This is an optimization exercise on Yosys and OpenROAD, whose aim is small area, not a production implementation.
Only simulation tests tie the RTL to the original design; equivalence was not proved.
Power is estimated from default activity; no workload was simulated.

// dsp_xor_bank_top
module dsp_xor_bank_top (
    input  logic        clock,
    input  logic        arst_n,
    input  logic [7:0]  paddr,
    input  logic        psel,
    input  logic        penable,
    input  logic        pwrite,
    input  logic [31:0] pwdata,
    output logic [31:0] prdata,
    output logic        pready,
    output logic        pslverr
);
==> flow/config.mk <==
export PLATFORM = sky130hd
export DESIGN_NAME = dsp_xor_bank_top
export DESIGN_NICKNAME = dsp_xor_bank_top
export VERILOG_FILES = /design/flow/design.v
export SDC_FILE = /design/flow/constraint.sdc
export NUM_CORES = 4
export LEC_CHECK = 0
export ABC_AREA = 1
export CAP_MARGIN = 0
export CORE_MARGIN = 2
export CORE_UTILIZATION = 70
export SLEW_MARGIN = 0
==> flow/constraint.sdc <==
create_clock -name core_clock -period 8.0 [get_ports {clock}]
set_input_delay 1.6000 -clock core_clock [delete_from_list [all_inputs] [get_ports {clock}]]
set_output_delay 1.6000 -clock core_clock [all_outputs]
set_load 0.01 [all_outputs]
standard.sh (not shown) runs the stock make flow with config.mk's settings and CLKGATE_MAP_FILE= SYNTH_SCRIPT=/design/flow/synth_recipe.tcl, a recipe that flattens the netlist after the stock synthesis.
==> flow/flow/run.sh <==
#!/bin/bash
# Own flow: the standard ORFS flow, with three changes that only affect
# how the layout is built:
#  - ABC maps for area with &nf (abc_area.script here replaces ORFS's copy),
#  - ports are buffered with buf_1,
#  - CTS uses clkbuf_8 with clusters of up to 16 sinks and no dummy loads.
set -euo pipefail
W=$PWD
rm -rf "$W/scripts_mod"
cp -r "$FLOW_HOME/scripts" "$W/scripts_mod"
cp "$W/flow/abc_area.script" "$W/scripts_mod/abc_area.script"
export SCRIPTS_DIR="$W/scripts_mod"
export BUFFER_PORTS_ARGS="-buffer_cell sky130_fd_sc_hd__buf_1"
export CTS_ARGS="-sink_clustering_enable -repair_clock_nets -dont_use_dummy_load -buf_list sky130_fd_sc_hd__clkbuf_8 -sink_clustering_size 16 -sink_clustering_max_diameter 50"
bash standard.sh > "$W/standard_flow.log" 2>&1
==> flow/flow/abc_area.script <==
&get -n
&st
&dch -f
&nf -a -p -F 8 -A 8 -C 32 -R 1000
&put
topo
stime -c
The first run produced a clean layout.
Rerun with:
==> flow/flow/abc_area.script (replaced) <==
&get -n
&st
&dch -f
&nf -a -p -F 8 -A 8 -C 32
&put
topo
stime -c
- CORE_UTILIZATION: 70 -> 65
After rerunning: The changed run passed the timing, design-rule and antenna checks. Global-route usage went down by 8.5 points. Cell count went up by 1.6%. Maximum frequency went down by 1.7%. Register-to-register slack is better by 0.25 ns. Power went down by 0.61%. Sequential power hardly moves. First-iteration DRC count went down by 17%.
Rerun with:
==> flow/flow/abc_area.script (replaced) <==
&get -n
&st
&dch -f
&nf -a -p -F 8 -A 8 -C 32 -R 1000
&put
topo
stime -c
- CORE_UTILIZATION: 65 -> 75
With this change the flow produced a layout that fails on capacitance limit, slew limit.
Routed wire length climbs by 14%.
Die area drops by 13%.
Flip-flop and latch count does not change.
Worst setup slack degrades by 0.33 ns.
Rerun with:
--- a/flow/flow/run.sh
+++ b/flow/flow/run.sh
@@ -5,3 +5,3 @@
 #  - ports are buffered with buf_1,
-#  - CTS uses clkbuf_8 with clusters of up to 16 sinks and no dummy loads.
+#  - CTS uses clkbuf_4 and no dummy loads.
 set -euo pipefail
@@ -13,3 +13,3 @@
 export BUFFER_PORTS_ARGS="-buffer_cell sky130_fd_sc_hd__buf_1"
-export CTS_ARGS="-sink_clustering_enable -repair_clock_nets -dont_use_dummy_load -buf_list sky130_fd_sc_hd__clkbuf_8 -sink_clustering_size 16 -sink_clustering_max_diameter 50"
+export CTS_ARGS="-sink_clustering_enable -repair_clock_nets -dont_use_dummy_load -buf_list sky130_fd_sc_hd__clkbuf_4"
 bash standard.sh > "$W/standard_flow.log" 2>&1
==> flow/flow/abc_area.script (replaced) <==
&get -n
&st
&dch -f
&nf -a -p -F 8 -A 8 -C 32
&put
topo
stime -c
- CORE_UTILIZATION: 75 -> 60
Outcome: With this change the flow finished with timing, DRC and antenna clean; flip-flop and latch count is unchanged; fmax is higher by 5.0%; wire length shrinks by 8.4%; design area increases by 2.5%; global-route usage came out lower by 15 points; register-to-register slack improved by 0.60 ns; worst setup slack improved by 0.33 ns; sequential share of layout area fell by 1.2 points.

-- re-timing with driven ports --
No port has a modelled driver above. Below, the same layouts with a new extraction and two added sets of constraints. Step 1 (the two cells are an assumption about what drives the block):
set clk [get_ports {clock}]
set_driving_cell -lib_cell sky130_fd_sc_hd__clkbuf_16 $clk
set_driving_cell -lib_cell sky130_fd_sc_hd__buf_2 [delete_from_list [all_inputs] $clk]
Step 2 moves the port delays by t, midway between the first and last clock arrival at a register: inputs arrive t later, outputs are due t later. That takes back most of the time a late clock gives input paths. Three values: ideal, step 1, step 2; two values: the first two.
| run | shift t [ns] | setup WS [ns] | hold WS [ns] | latest minus earliest clock arrival (ns) |
|---|---|---|---|---|
| the first run | 0.655 | 1.511 / 1.483 / 1.483 | 0.478 / 0.478 / 0.478 | 0.045 / 0.045 |
| the second run | 0.651 | 1.396 / 1.374 / 1.374 | 0.480 / 0.480 / 0.480 | 0.043 / 0.043 |
| the third run | 0.648 | 1.063 / 1.040 / 1.040 | 0.461 / 0.461 / 0.461 | 0.086 / 0.086 |
| the fourth run | 0.867 | 1.395 / 1.366 / 1.366 | 0.452 / 0.452 / 0.452 | 0.059 / 0.059 |
The setup slack of the fourth run, which loses most, moves by -0.029 ns with the drivers and by -0.029 ns with both steps.
